This is an optimization exercise on Yosys and OpenROAD, whose aim is small area, a short achievable clock period and few clock cycles per item, not a production implementation. At most, simulation tests tie the RTL to the original design; equivalence was not proved. No functional check of the RTL was part of run 1.

==> run.sh <==
#!/bin/bash
# synth_recipe.tcl (not shown) runs the flow's synth.tcl, then flattens the netlist and writes it again
# the make line also repeats each setting of config.mk as NAME=value (left out here)
make -C /OpenROAD-flow-scripts/flow DESIGN_CONFIG=/design/flow/config.mk WORK_HOME=/design/flow/orfs CLKGATE_MAP_FILE= SYNTH_SCRIPT=/design/flow/synth_recipe.tcl finish
==> design.v <==
`timescale 1ns/100ps
module idct_top (
	input logic Clock,
	input logic resetn,
	input logic start,
	input logic [5:0] block_col,
	input logic [4:0] block_row,
	input logic [15:0] SRAM_read_data,
	output logic [15:0] SRAM_write_data,
	output logic [17:0] SRAM_address,
	output logic SRAM_we_n,
	output logic done
);
	function automatic logic [11:0] cosv(input logic [2:0] k, input logic [2:0] j);
		case ({k, j})
			6'o00: cosv = 12'h5a8;   
			6'o01: cosv = 12'h5a8;   
			6'o02: cosv = 12'h5a8;   
			6'o03: cosv = 12'h5a8;   
			6'o04: cosv = 12'h5a8;   
			6'o05: cosv = 12'h5a8;   
			6'o06: cosv = 12'h5a8;   
			6'o07: cosv = 12'h5a8;   
			6'o10: cosv = 12'h7d8;   
			6'o11: cosv = 12'h6a6;   
			6'o12: cosv = 12'h471;   
			6'o13: cosv = 12'h18f;   
			6'o14: cosv = 12'he71;   
			6'o15: cosv = 12'hb8f;   
			6'o16: cosv = 12'h95a;   
			6'o17: cosv = 12'h828;   
			6'o20: cosv = 12'h764;   
			6'o21: cosv = 12'h30f;   
			6'o22: cosv = 12'hcf1;   
			6'o23: cosv = 12'h89c;   
			6'o24: cosv = 12'h89c;   
			6'o25: cosv = 12'hcf1;   
			6'o26: cosv = 12'h30f;   
			6'o27: cosv = 12'h764;   
			6'o30: cosv = 12'h6a6;   
			6'o31: cosv = 12'he71;   
			6'o32: cosv = 12'h828;   
			6'o33: cosv = 12'hb8f;   
			6'o34: cosv = 12'h471;   
			6'o35: cosv = 12'h7d8;   
			6'o36: cosv = 12'h18f;   
			6'o37: cosv = 12'h95a;   
			6'o40: cosv = 12'h5a8;   
			6'o41: cosv = 12'ha58;   
			6'o42: cosv = 12'ha58;   
			6'o43: cosv = 12'h5a8;   
			6'o44: cosv = 12'h5a8;   
			6'o45: cosv = 12'ha58;   
			6'o46: cosv = 12'ha58;   
			6'o47: cosv = 12'h5a8;   
			6'o50: cosv = 12'h471;   
			6'o51: cosv = 12'h828;   
			6'o52: cosv = 12'h18f;   
			6'o53: cosv = 12'h6a6;   
			6'o54: cosv = 12'h95a;   
			6'o55: cosv = 12'he71;   
			6'o56: cosv = 12'h7d8;   
			6'o57: cosv = 12'hb8f;   
			6'o60: cosv = 12'h30f;   
			6'o61: cosv = 12'h89c;   
			6'o62: cosv = 12'h764;   
			6'o63: cosv = 12'hcf1;   
			6'o64: cosv = 12'hcf1;   
			6'o65: cosv = 12'h764;   
			6'o66: cosv = 12'h89c;   
			6'o67: cosv = 12'h30f;   
			6'o70: cosv = 12'h18f;   
			6'o71: cosv = 12'hb8f;   
			6'o72: cosv = 12'h6a6;   
			6'o73: cosv = 12'h828;   
			6'o74: cosv = 12'h7d8;   
			6'o75: cosv = 12'h95a;   
			6'o76: cosv = 12'h471;   
			6'o77: cosv = 12'he71;   
			default: cosv = 12'h000;
		endcase
	endfunction
	function automatic logic [8:0] mul40(input logic [2:0] r);
		mul40 = {1'b0, r, 5'd0} + {3'd0, r, 3'd0};
	endfunction
	typedef struct packed {
		logic v;
		logic isrow;    
		logic [2:0] k;  
		logic [2:0] m;  
		logic [1:0] p;  
		logic first;
		logic last;
		logic fin;      
	} desc_t;
	localparam logic [1:0] S_IDLE = 2'd0, S_ROW = 2'd2, S_COL = 2'd3;
	logic [1:0] state;
	logic [1:0] pass;
	logic [5:0] bcol;
	logic [4:0] brow;
	logic [13:0] base;       
	logic [63:0] mask;       
	logic [7:0] rmask;       
	logic [5:0] cur;         
	logic cur_v;
	logic [2:0] kcur;        
	logic [1:0] ci;          
	logic bubble;
	desc_t q1, q2, q3, q4, q5, q6, q7;
	desc_t d0;
	logic [63:0] emask;
	logic [63:0] rcand;
	logic [5:0] nxt;
	logic nxt_v;
	logic [5:0] first_nz;
	assign emask = (pass == 2'd0) ? '1 : mask;
	always_comb begin
		for (int n = 0; n < 64; n++)
			rcand[n] = emask[n] && (6'(n) > cur);
		nxt = 6'd0;
		for (int n = 63; n >= 0; n--)
			if (rcand[n]) nxt = 6'(n);
		nxt_v = |rcand;
		first_nz = 6'd0;
		for (int n = 63; n >= 0; n--)
			if (mask[n]) first_nz = 6'(n);
	end
	logic [7:0] kcand;
	logic [2:0] knxt;
	logic knxt_v;
	always_comb begin
		for (int n = 0; n < 8; n++)
			rmask[n] = (n == 0) || (|mask[n*8 +: 8]);
		for (int n = 0; n < 8; n++)
			kcand[n] = rmask[n] && (3'(n) > kcur);
		knxt = 3'd0;
		for (int n = 7; n >= 0; n--)
			if (kcand[n]) knxt = 3'(n);
		knxt_v = |kcand;
	end
	logic hold_v;
	logic commit_col;
	logic port_next;      
	logic mask_pending;   
	logic t_hazard;
	logic issue_row;
	logic issue_col;
	logic rfirst;         
	assign commit_col = q7.v && !q7.isrow && q7.last;
	assign port_next = commit_col || (q6.v && !q6.isrow && q6.last);
	assign mask_pending = (q1.v && q1.isrow) || (q2.v && q2.isrow) || (q3.v && q3.isrow)
		|| (q4.v && q4.isrow);
	assign t_hazard = (q1.v && q1.isrow && q1.last && q1.k == kcur)
		|| (q2.v && q2.isrow && q2.last && q2.k == kcur)
		|| (q3.v && q3.isrow && q3.last && q3.k == kcur);
	assign issue_row = (state == S_ROW) && !port_next && cur_v;
	assign issue_col = (state == S_COL) && !bubble && !t_hazard
		&& !((pass == 2'd0) && mask_pending);
	always_comb begin
		d0 = '0;
		if (issue_row) begin
			d0.v = 1'b1;
			d0.isrow = 1'b1;
			d0.k = cur[5:3];
			d0.m = cur[2:0];
			d0.p = pass;
			d0.first = rfirst;
			d0.last = !nxt_v || (nxt[5:3] != cur[5:3]);
		end else if (issue_col) begin
			d0.v = 1'b1;
			d0.k = kcur;
			d0.m = {1'b0, ci};
			d0.p = pass;
			d0.first = (kcur == 3'd0);
			d0.last = !knxt_v;
			d0.fin = !knxt_v && (ci == 2'd3) && (pass == 2'd3);
		end
	end
	always_ff @(posedge Clock or negedge resetn) begin
		if (!resetn) begin
			state <= S_IDLE;
			pass <= 2'd0;
			cur <= 6'd0;
			cur_v <= 1'b0;
			rfirst <= 1'b1;
			kcur <= 3'd0;
			ci <= 2'd0;
			bubble <= 1'b0;
			q1 <= '0;
			q2 <= '0;
			q3 <= '0;
			q4 <= '0;
			q5 <= '0;
			q6 <= '0;
			q7 <= '0;
		end else begin
			q1 <= d0;
			q2 <= q1;
			q3 <= q2;
			q4 <= q3;
			q5 <= q4;
			q6 <= q5;
			q7 <= q6;
			bubble <= 1'b0;
			case (state)
				S_ROW: begin
					if (issue_row) begin
						cur <= nxt;
						cur_v <= nxt_v;
						rfirst <= (nxt[5:3] != cur[5:3]);
						if (!nxt_v) begin
							state <= S_COL;
							kcur <= 3'd0;
							ci <= 2'd0;
						end
					end else if (!cur_v) begin
						state <= S_COL;
						kcur <= 3'd0;
						ci <= 2'd0;
					end
				end
				S_COL: begin
					if (issue_col) begin
						if (!knxt_v) begin
							kcur <= 3'd0;
							bubble <= (kcur == 3'd0);   
							ci <= ci + 2'd1;
							if (ci == 2'd3) begin
								if (pass == 2'd3) begin
									state <= S_IDLE;
								end else begin
									pass <= pass + 2'd1;
									state <= S_ROW;
									cur <= first_nz;
									cur_v <= |mask;
									rfirst <= 1'b1;
								end
							end
						end else begin
							kcur <= knxt;
						end
					end
				end
				default: begin
					if (start) begin
						state <= S_ROW;
						pass <= 2'd0;
						cur <= 6'd0;
						cur_v <= 1'b1;
						rfirst <= 1'b1;
					end
				end
			endcase
		end
	end
	always_ff @(posedge Clock) begin
		if (state == S_IDLE && start) begin
			bcol <= block_col;
			brow <= block_row;
		end
		base <= {brow, 8'd0} + {3'd0, brow, 6'd0} + {8'd0, bcol};
	end
	logic [15:0] tbuf_a [0:7];
	logic [15:0] tbuf_b [0:7];
	logic signed [15:0] op_a;
	logic signed [15:0] op_b;
	logic [11:0] c_a;
	logic [11:0] c_b;
	always_ff @(posedge Clock) begin
		if (!q4.v) begin
			op_a <= 16'd0;
			op_b <= 16'd0;
		end else if (q4.isrow) begin
			op_a <= SRAM_read_data;
			op_b <= SRAM_read_data;
		end else begin
			op_a <= tbuf_a[q4.k];
			op_b <= tbuf_b[q4.k];
		end
		if (q4.isrow) begin
			c_a <= cosv(q4.m, {q4.p, 1'b0});
			c_b <= cosv(q4.m, {q4.p, 1'b1});
		end else begin
			c_a <= cosv(q4.k, q4.m);
			c_b <= cosv(q4.k, q4.m);
		end
		if (q4.v && q4.isrow && q4.p == 2'd0) begin
			mask <= {(SRAM_read_data != 16'd0), mask[63:1]};
		end
	end
	logic signed [21:0] ph_a;
	logic signed [22:0] pl_a;
	logic signed [21:0] ph_b;
	logic signed [22:0] pl_b;
	always_ff @(posedge Clock) begin
		ph_a <= op_a * $signed(c_a[11:6]);
		pl_a <= op_a * $signed({1'b0, c_a[5:0]});
		ph_b <= op_b * $signed(c_b[11:6]);
		pl_b <= op_b * $signed({1'b0, c_b[5:0]});
	end
	logic signed [30:0] acc_a;
	logic signed [30:0] acc_am;
	logic signed [30:0] acc_b;
	logic signed [30:0] acc_bm;
	logic signed [30:0] xha;
	logic signed [30:0] xla;
	logic signed [30:0] xhb;
	logic signed [30:0] xlb;
	logic kodd;
	assign kodd = q6.k[0];
	assign xha = {ph_a[21], ph_a[21], ph_a[21], ph_a, 6'd0};
	assign xla = {{8{pl_a[22]}}, pl_a};
	assign xhb = {ph_b[21], ph_b[21], ph_b[21], ph_b, 6'd0};
	assign xlb = {{8{pl_b[22]}}, pl_b};
	always_ff @(posedge Clock) begin
		acc_a <= (q6.first ? 31'sd0 : acc_a) + xha + xla;
		acc_b <= (q6.first ? 31'sd0 : acc_b) + xhb + xlb;
		acc_am <= (q6.first ? 31'sd0 : acc_am) + (kodd ? ~xha : xha) + (kodd ? ~xla : xla)
			+ (kodd ? 31'sd2 : 31'sd0);
		acc_bm <= (q6.first ? 31'sd0 : acc_bm) + (kodd ? ~xhb : xhb) + (kodd ? ~xlb : xlb)
			+ (kodd ? 31'sd2 : 31'sd0);
	end
	function automatic logic [15:0] sat16(input logic signed [30:0] a);
		if (!a[30] && (|a[29:23])) sat16 = 16'h7fff;
		else if (a[30] && !(&a[29:23])) sat16 = 16'h8000;
		else sat16 = a[23:8];
	endfunction
	function automatic logic [7:0] clip8(input logic signed [30:0] a);
		if (a[30]) clip8 = 8'd0;
		else if (|a[29:24]) clip8 = 8'd255;
		else clip8 = a[23:16];
	endfunction
	always_ff @(posedge Clock) begin
		if (q7.v && q7.isrow && q7.last) begin
			tbuf_a[q7.k] <= sat16(acc_a);
			tbuf_b[q7.k] <= sat16(acc_b);
		end
	end
	logic [15:0] hold_data;
	logic [15:0] hold_addr;
	logic hold_fin;
	logic [13:0] w1_hi;
	logic [13:0] w2_hi;
	logic [14:0] rd_hi;
	assign w1_hi = base + 14'(mul40(q7.m));
	assign w2_hi = base + 14'(mul40(3'd7 - q7.m));
	assign rd_hi = 15'(base) + 15'd9600 + 15'(mul40(q1.k));
	always_ff @(posedge Clock or negedge resetn) begin
		if (!resetn) begin
			SRAM_we_n <= 1'b1;
			done <= 1'b0;
			hold_v <= 1'b0;
			hold_fin <= 1'b0;
		end else begin
			SRAM_we_n <= 1'b1;
			done <= 1'b0;
			hold_v <= 1'b0;
			if (commit_col) begin
				SRAM_we_n <= 1'b0;
				hold_v <= 1'b1;
				hold_fin <= q7.fin;
			end else if (hold_v) begin
				SRAM_we_n <= 1'b0;
				done <= hold_fin;
			end
		end
	end
	always_ff @(posedge Clock) begin
		if (commit_col) begin
			SRAM_address <= {2'b00, w1_hi, q7.p};
			SRAM_write_data <= {clip8(acc_a), clip8(acc_b)};
			hold_addr <= {w2_hi, q7.p};
			hold_data <= {clip8(acc_am), clip8(acc_bm)};
		end else if (hold_v) begin
			SRAM_address <= {2'b00, hold_addr};
			SRAM_write_data <= hold_data;
		end else if (q1.v && q1.isrow) begin
			SRAM_address <= {rd_hi, q1.m};
		end
	end
endmodule
==> config.mk <==
export PLATFORM = sky130hd
export DESIGN_NAME = idct_top
export DESIGN_NICKNAME = idct_top
export VERILOG_FILES = /design/flow/design.v
export SDC_FILE = /design/flow/constraint.sdc
export NUM_CORES = 4
export LEC_CHECK = 0
export CAP_MARGIN = 20
export CORE_MARGIN = 2
export CORE_UTILIZATION = 40
export SLEW_MARGIN = 20
==> constraint.sdc <==
create_clock -name core_clock -period 14.0 [get_ports {Clock}]
set_input_delay 2.8000 -clock core_clock [delete_from_list [all_inputs] [get_ports {Clock}]]
set_output_delay 2.8000 -clock core_clock [all_outputs]
set_load 0.01 [all_outputs]
==> results of run 1 <==
-- per-layer routing --
| layer | up-vias | track usage, % | wire length [um] |
|---|---|---|---|
| li1 | 17400 | - | - |
| met1 | 18100 | 26.8 | 58200 |
| met2 | 987 | 30.4 | 59400 |
| met3 | 225 | 2.77 | 7240 |
| met4 | 6 | 6.68 | 4210 |
| met5 | - | 0.534 | 120 |
-- synthesized netlist by cell type, types with 41 or more instances --
cell type	number
and2_1	182
nand2_1	460
nand3_1	53
inv_1	386
nor2_1	333
o21ai_0	204
nor3_1	67
a21oi_1	277
xor2_1	104
edfxtp_1	395
clkbuf_1	156
mux4_2	66
a31oi_1	57
dfxtp_1	286
fa_1	373
o21a_1	76
dfrtp_1	110
a21o_1	73
ha_1	350
a211oi_1	41
xnor2_1	225
nor2b_1	131
nand2b_1	97
-- layout by cell type (no fill, tap or decap), types with 26 or more instances in the layout --
cell type / synthesis / final
o31ai_1: 35 / 35
a21oi_1: 277 / 277
ha_1: 350 / 349
nand2b_1: 97 / 97
clkbuf_16: 0 / 95
dfrtp_1: 110 / 104
and3_1: 29 / 29
nand3_1: 53 / 53
o21a_1: 76 / 76
xnor2_1: 225 / 225
a21o_1: 73 / 73
o211ai_1: 26 / 26
a31oi_1: 57 / 57
buf_4: 3 / 41
nor2b_1: 131 / 131
mux4_2: 66 / 66
inv_1: 386 / 386
xor2_1: 104 / 104
nor2_1: 333 / 326
clkdlybuf4s50_1: 0 / 64
o21bai_1: 30 / 30
dfxtp_1: 286 / 286
nor3_1: 67 / 64
and2_1: 182 / 182
o21ai_0: 204 / 204
a211oi_1: 41 / 41
fa_1: 373 / 373
edfxtp_1: 395 / 395
nor4_1: 31 / 31
nand2_1: 460 / 460
o22ai_1: 33 / 33
-- worst reg2reg max path: stages, from the launching register on --
cell	delay (ns)
dfxtp_1	0.79
nand2b_1	0.18
fa_1	0.54
fa_1	0.52
fa_1	0.55
inv_1	0.05
fa_1	0.50
ha_1	0.31
a21o_1	0.16
a21oi_1	0.22
o21bai_1	0.11
a2111oi_0	0.57
nor2_1	0.14
a211oi_1	0.36
nor3_1	0.11
nor2_1	0.17
a21oi_1	0.11
xnor2_1	0.13
-- cells by family (layout without fill, tap and decap cells) --
group	Yosys count	in the layout	synth area share [%]
buf+inv	604	668	4.37
simple gates	1473	1473	13.6
flops	793	793	38.6
other cells	0	1	0
compound gates	1004	1004	12.3
mux	91	91	3.29
fa+ha+maj	723	723	22.4
xor+xnor	329	329	5.46
-- worst max path at each step --
stage	start	end	slack (ns)	cells after the start
after detailed placement	c_a[11]	ph_a[21]	8.40	17
after global placement	c_a[11]	ph_a[19]	8.42	17
final	c_a[11]	ph_a[21]	8.36	17
after CTS	c_a[11]	ph_a[21]	8.38	17
after global routing	c_b[10]	ph_b[21]	7.81	17
after floorplan	c_a[3]	pl_a[22]	9.03	19
-- state kept, by name, indices dropped and copies added (netlist names), 18 cells and up --
signal and cells:
acc_b 31, pl_a 23, mask 64, acc_am 31, tbuf_b 128, pl_b 23, ph_a 22, tbuf_a 128
acc_a 31, ph_b 22, SRAM_address 18, acc_bm 31
-- layout make-up --
| class | instances | share of cell area, % |
|---|---|---|
| diodes | 1 | 0.00428 |
| flip-flops and latches | 793 | 34.9 |
| inverters | 395 | 2.54 |
| repair buffers | 105 | 1.62 |
| clock inverters | 47 | 1.04 |
| multi-input cells | 3620 | 51.7 |
| well taps | 1755 | 3.76 |
| clock buffers | 121 | 4.44 |
-- per-stage QoR --
stage          cells  hold WS [ns]  utilization, %
6_report        6837         0.341            44.5
3_5_place_dp    6668         0.328            42.1
5_1_grt         6836         0.351            44.5
3_3_place_gp    6668         0.330            42.0
4_1_cts         6836         0.342            44.5
2_1_floorplan   5017         0.323               -
==> results.txt, run 1 <==
The run finished with no timing, DRC or antenna violations. Walking the worst path, the cells encountered are nand2b_1 -> fa_1 -> fa_1 -> fa_1 -> inv_1 -> fa_1 -> ha_1 -> a21o_1 -> a21oi_1 -> o21bai_1 -> a2111oi_0 -> nor2_1 -> a211oi_1 -> nor3_1 -> nor2_1 -> a21oi_1 -> xnor2_1. The number of fillers in the final layout came out at ~12k. 66 I/O pins were placed.

The count of input and output buffers came out at 65. The worst-case register-to-register setup slack is 8.36 ns. The aggregate routed wire length is 129 mm. The number of hold violations in the final report is 0. The number of global-route vias before repair came out at about 37k. The cell sitting at the root of the clock tree is a clkbuf_16. The delay of the slowest cell on the worst path came out at around 0.79 ns. The number of nets handed over by synthesis was 5770. The width of the die is about 370 um.

The number of gates resized after CTS was 0. No sink is reached through more buffers than the 3 on the longest clock path.

The sequential cell area in the final layout came out at 20400 sq um. The fraction of registers with async set/reset is between 10% and 20%. Entering global routing, the biggest net connects 78 pins. In this run the core area contains between 100 and 150 standard-cell rows. The number of buffers added by the clock tree synthesis step came out at 90. The clock tree synthesis step divided the H-tree into 3 levels. The number of enable-type register cells in the synthesized netlist is 395. The number of buffers and inverters on the critical path is 1. The number of buffers inserted for hold repair after clock tree synthesis came out at 0. The fraction of layout cells with a size suffix above 1 came out at under 10%. The highest-delay cell along the critical path is dfxtp_1. The share of synthesized area occupied by flip-flops and latches came out at 38.6%. The number of nets with antenna violations after routing is 0.

The worst hold path belongs to the class flop to flop. The vias after detailed routing is between 30k and 40k. The layout overhead on the synthesized area came out at 10.6%. The post-route cell area is slightly below 60000 sq um.

STA classifies the critical path endpoint as a flop. The clock arrives with around 0.037 ns of skew. The wire length per cell is 18.9 um. Summed over its instances, the top area cell type makes up ~22% of the synthesized netlist area. The die area came out at 135000 sq um.

The actual slew at the worst max-slew pin is 1.13 ns. The accumulated negative setup slack came out at 0 ns. Synthesis inferred between 700 and 800 register bits.

TritonCTS built the clock tree. The number of setup buffers added after CTS is 0. The post-place setup slack came out at around 8.4 ns. Summed over all layers, the global routing overflow is 0.

The path with the worst hold slack has its endpoint at base[3]. The count of final max-slew check failures is 0. The worst register-to-register path ends at ph_a[21]. The largest total area in the synthesized netlist belongs to edfxtp_1. The final count of negative-setup-slack endpoints came out at 0.

The clock insertion delay at the later pin of the skew report is ~0.7 ns. The first global-routing pass estimated 206 mm of wire. The highest clock rate is 177 MHz. In this run, the number of DRC markers left after iteration 0 of detailed routing was around 2.7k.

The post-synthesis area per instance came out at 10.5 sq um. Once placement finished, the instance area stood at 55200 sq um. The cell depth of the worst min-delay path came out at 0. STA puts the critical path data arrival time at 6.21 ns. Measured against its own limit, the worst slew margin works out to 24.9%.

The number of warnings issued by yosys came out at 1. Synthesis handed over a netlist of 5017 instances. The initial antenna violation count is 14. The most instantiated flip-flop cell in the synthesis netlist is edfxtp_1. The element type at the critical path start is a flop. The all-layer global routing usage came out at 19.2%. The worst setup path is of the flop to flop kind. The number of distinct library cells after synthesis is 96. The required time at the worst-slack endpoint came out at 14.57 ns.

The clock period minus worst slack came out at 5.64 ns. For this run, the detailed router's first-pass iteration total came to 5. The total of max-cap violations came out at 0. The detailed-route vias per instance came out at about 5.4.

The final worst setup slack is between 8 and 9 ns. The total number of clock tree sinks is 793. The synthesized area came out at 52800 sq um. Dividing the final minimum period by the clock period gives 40.3%. By area the synthesized netlist is led by edfxtp_1 22%, fa_1 14%, dfxtp_1 11%. The length in cells of the worst reg-to-reg path is 17. The initial utilization of the core area, before any placement, comes to 40.2%.

The clock-pin slew reported for the worst setup and hold paths after clock tree synthesis came out at 0.06 ns. For this run, design rule violations remaining after detail routing come to 0. Routability-driven placement finished with a final weighted congestion of 0.894. Summed over all nets, the half-perimeter wirelength after detailed placement is ~94 mm. Setup repair after global routing left no endpoint under its margin.

The worst register-to-register path begins at c_a[11]. The area of the core came out at 131000 sq um. In this design, the largest share of critical-path delay is due to adder cells. The cell that appears most often on the critical path is fa_1. The multi-input gate area in the final layout is around 30000 sq um. The overall die height is approximately 370 um. Along the worst path, the maximum fanout reaches 17. In this run the most critical hold path is launched from bcol[3].

The count of nets after finishing is between 5k and 6k.
==> inputs of run 2 (changes only) <==
--- a/design.v
+++ b/design.v
@@ -292,11 +292,19 @@
 	logic signed [22:0] pl_a;
 	logic signed [21:0] ph_b;
 	logic signed [22:0] pl_b;
+	logic signed [5:0] ch_a;
+	logic signed [6:0] cl_a;
+	logic signed [5:0] ch_b;
+	logic signed [6:0] cl_b;
+	assign ch_a = c_a[11:6];
+	assign cl_a = {1'b0, c_a[5:0]};
+	assign ch_b = c_b[11:6];
+	assign cl_b = {1'b0, c_b[5:0]};
 	always_ff @(posedge Clock) begin
-		ph_a <= op_a * $signed(c_a[11:6]);
-		pl_a <= op_a * $signed({1'b0, c_a[5:0]});
-		ph_b <= op_b * $signed(c_b[11:6]);
-		pl_b <= op_b * $signed({1'b0, c_b[5:0]});
+		ph_a <= op_a * ch_a;
+		pl_a <= op_a * cl_a;
+		ph_b <= op_b * ch_b;
+		pl_b <= op_b * cl_b;
 	end
 	logic signed [30:0] acc_a;
 	logic signed [30:0] acc_am;
==> run 2 against run 1 <==
Net effect: clock-buffer cell count unchanged; synthesized cell count unchanged; setup slack unchanged; sequential cell count unchanged; fmax unchanged.
==> results.txt, run 2 <==
The number of hold violations in the final report was 0 (unchanged). The number of enable-type register cells in the synthesized netlist came out at 395 (unchanged).

In this run the critical register-to-register path is captured at ph_a[21]. The category of cells accounting for the largest share of critical-path delay is adder cells. The top cell types in the final layout, fill and taps aside, are 460 x nand2_1, 395 x edfxtp_1, 386 x inv_1. The worst register-to-register path begins at c_a[11].

Yosys attributes the largest share of cell area to edfxtp_1 22%, fa_1 14%, dfxtp_1 11%. The final hold slack came to 0.341 ns (unchanged). The number of fillers in the final layout came to 12.2k (unchanged). The wire length of the first global-routing pass was 206 mm (unchanged). The largest registers in the layout are tbuf_a (128), tbuf_b (128), mask (64). The mux contribution to synthesized area is 3.29% (unchanged).

The worst-case register-to-register setup slack came out at 8.36 ns (about the same). The clock-pin slew reported for the worst setup and hold paths after clock tree synthesis came out at 0.06 ns (about the same).

The share of synthesized area occupied by flip-flops and latches is 38.6% (unchanged). The length in cells of the worst reg-to-reg path is 17 (unchanged). The count of nets after finishing came to 5758 (unchanged). The half-perimeter wire length after detailed placement came out at 94.3 mm (unchanged). The clock insertion delay at the later pin of the skew report is 0.70 ns (about the same). The accumulated negative setup slack is 0 ns (unchanged).

The total setup buffers inserted after CTS came out at 0 (unchanged). The detailed-route vias per instance came out at 5.37 (unchanged). The overall die height is 367 um (unchanged).

The required time at the worst-slack endpoint came out at 14.57 ns (about the same). By instance count, the cell type seen most on the critical path is fa_1. The die area came out at 135000 sq um (unchanged). The slowest stage of the critical path belongs to the cell dfxtp_1.

The initial antenna violation count is 14 (unchanged). Setup repair after global routing left no endpoint under its margin. The final clock period utilization by the worst path came out at 40.3% (unchanged).

The CTS tree is built. The delay of the slowest cell on the worst path is 0.79 ns (about the same). The path category of the worst min-delay check is flop to flop. The post-synthesis area per instance came out at 10.5 sq um (unchanged). The final core area utilization came out at 44.5% (unchanged). The pin count of the biggest net entering global routing is 78 (unchanged).

The commonest cells after synthesis are 460 x nand2_1, 395 x edfxtp_1, 386 x inv_1. The all-layer global routing usage is 19.2% (unchanged). The fraction of registers with async set/reset came out at 14.1% (unchanged). The logic depth of the worst setup path including buffers came out at 17 (unchanged). Walking the worst path, the cells encountered are nand2b_1 -> fa_1 -> fa_1 -> fa_1 -> inv_1 -> fa_1 -> ha_1 -> a21o_1 -> a21oi_1 -> o21bai_1 -> a2111oi_0 -> nor2_1 -> a211oi_1 -> nor3_1 -> nor2_1 -> a21oi_1 -> xnor2_1. The number of cell rows is 133 (unchanged).

The root buffer cell chosen for the clock tree is clkbuf_16. The number of remaining DRC errors came out at 0 (unchanged). The width of the die came to 367 um (unchanged). The number of synthesized register bits came out at 793 (unchanged).

The buffer levels on the longest clock path came out at 3 (unchanged). The arrival time reported for the critical path endpoint came to 6.21 ns (about the same). The element type at the critical path start is a flop. The fraction of layout cells with a size suffix above 1 was 6.53% (unchanged). The worst hold path begins at bcol[3]. The xor and xnor fraction of the mapped netlist area is 5.46% (unchanged).

The wire length per cell was 18.9 um (unchanged). The cell depth of the worst min-delay path is 0 (unchanged). The worst setup path is captured at a flop. The total I/O pin count came out at 66 (unchanged).

The number of DRC violations after detailed-routing iteration 0 is 2673 (unchanged). Of all cell types, the one taking the most synthesized area is edfxtp_1. The count of input and output buffers came out at 65 (unchanged). The count of instances resized after the clock tree is built is 0 (unchanged). The critical path starts at c_a[11]. The post-route cell area was 58400 sq um (unchanged). The number of buffers added by the clock tree synthesis step came out at 90 (unchanged). The maximum fanout along the worst path came out at 17 (unchanged). The aggregate routed wire length was 129 mm (unchanged). The highest clock rate came to 177 MHz (unchanged).

The normalized max-slew margin came out at 24.9% (unchanged). The layout overhead on the synthesized area came out at 10.6% (unchanged). The number of distinct library cells after synthesis is 96 (unchanged). The total cell area at the placement stage was 55200 sq um (unchanged). The share of the synthesized area in the top cell type was 22.5% (unchanged). For hold timing, the worst endpoint is base[3]. The basic-gate share of the synthesized area counting and, or, nand and nor cells is 13.6% (unchanged). The number of buffers inserted for hold repair after clock tree synthesis came out at 0 (unchanged). The vias after detailed routing is 36.7k (unchanged). The critical path buffer and inverter count came out at 1 (unchanged). The post-route clock skew was 0.0366 ns (unchanged). The clock period minus worst slack came out at 5.64 ns (unchanged). The adder-cell share of the synthesized area came out at 22.4% (unchanged).

The number of warnings issued by yosys is 1 (unchanged). The count of final max-slew check failures is 0 (unchanged). The total number of clock tree sinks came out at 793 (unchanged). The first-pass iteration count of the detailed router came to 5 (unchanged). The total of max-cap violations is 0 (unchanged).

The critical setup path kind is flop to flop. The synthesized area is 52800 sq um (unchanged). The count of H-tree levels built during CTS is 3 (unchanged). The initial standard-cell utilization of the core came out at 40.2% (unchanged). The number of global-route vias before repair came out at 36.6k (unchanged). The run finished with no timing, DRC or antenna violations. The synthesized net count came out at 5770 (unchanged). The compound-cell area share of the yosys netlist is 12.3% (unchanged). After synthesis, the largest family of logic cells by area is adder cells. The number of nets with antenna violations after routing is 0 (unchanged).

The actual slew at the worst max-slew pin is 1.13 ns (unchanged). The global placer's final weighted congestion came to 0.894 (unchanged). The area of the core was 131000 sq um (unchanged). The number of standard cells after synthesis is 5017 (unchanged).

The most frequent standard cell in the layout excluding fill and tap cells is nand2_1. The dominant cell by count in the synthesized netlist is nand2_1. The global route total overflow is 0 (unchanged). The final count of negative-setup-slack endpoints is 0 (unchanged).

The most instantiated flip-flop cell in the synthesis netlist is edfxtp_1.
-- run 2: cell counts after synthesis --
Identical to the previous run, type by type.
-- run 2: kinds of logic (layout without fill, tap and decap cells) --
logic type               count (synthesis)  after routing
AO/OA/AOI/OAI                         1004           1004
adder cells (fa/ha/maj)                723            723
flip-flops                             793            793
multiplexers                            91             91
buffers and inverters                  604            668
other                                    0              1
AND/OR/NAND/NOR                       1473           1473
XOR/XNOR                               329            329
-- run 2: worst max-delay path by stage --
| stage | slack (ns) | endpoint |
|---|---|---|
| after floorplan | 9.03 | pl_a[22] |
| after global placement | 8.42 | ph_a[19] |
| after detailed placement | 8.40 | ph_a[21] |
| after CTS | 8.38 | ph_a[21] |
| after global routing | 7.81 | ph_b[21] |
| final | 8.36 | ph_a[21] |
-- run 2: layer usage --
| metal | vias to the layer above | share of wire [%] | wire [um] | GRT usage, % |
|---|---|---|---|---|
| met5 | - | 0.093 | 120 | 0.534 |
| li1 | 17400 | - | - | - |
| met1 | 18100 | 45 | 58200 | 26.8 |
| met2 | 987 | 46 | 59400 | 30.4 |
| met4 | 6 | 3.3 | 4210 | 6.68 |
| met3 | 225 | 5.6 | 7240 | 2.77 |
-- run 2: stage by stage --
step / cells / worst slack [ns]
finish: 6837 / 8.36
global route: 6836 / 7.81
CTS: 6836 / 8.38
detailed placement: 6668 / 8.40
global placement: 6668 / 8.42
floorplan: 5017 / 9.03
-- run 2: worst register-to-register path: stages, from the launching register on --
cell and delay (ns):
dfxtp_1 0.79, nand2b_1 0.18, fa_1 0.54, fa_1 0.52, fa_1 0.55, inv_1 0.05, fa_1 0.50, ha_1 0.31
a21o_1 0.16, a21oi_1 0.22, o21bai_1 0.11, a2111oi_0 0.57, nor2_1 0.14, a211oi_1 0.36, nor3_1 0.11, nor2_1 0.17
a21oi_1 0.11, xnor2_1 0.13
-- run 2: area by class of cell --
type,count,area (sq um),share of cell area [%]
flip-flops and latches,793,20400,34.9
clock buffers,121,2590,4.44
well taps,1755,2200,3.76
clock inverters,47,609,1.04
multi-input cells,3620,30200,51.7
diodes,1,2.50,0.00428
inverters,395,1480,2.54
repair buffers,105,948,1.62
Testbench counts of run 2, summed over its fixed seeds: cycles 52,353, blocks 256.

-- separate check: timing with driven ports --
The results above use ideal ports. As a check the final layouts listed here were re-extracted and re-timed, cells and wires unchanged.
Step 1 sets driving cells, clkbuf_16 on the clock port and buf_2 on the other inputs (assumed; they add their load-dependent delay and slew).
Step 2, shift: input delay + t, output delay - t, t = (earliest + latest rising clock arrival at the registers) / 2. This alone moves slack from input paths to output paths.
Three values: ideal, step 1, step 2; two values: the first two.
run	t, ns	setup slack, ns	cell pins on the clock port's net
run 1	0.753	8.360 / 8.360 / 8.360	1
run 2	0.753	8.360 / 8.360 / 8.360	1
After both steps every run listed still meets setup and hold.
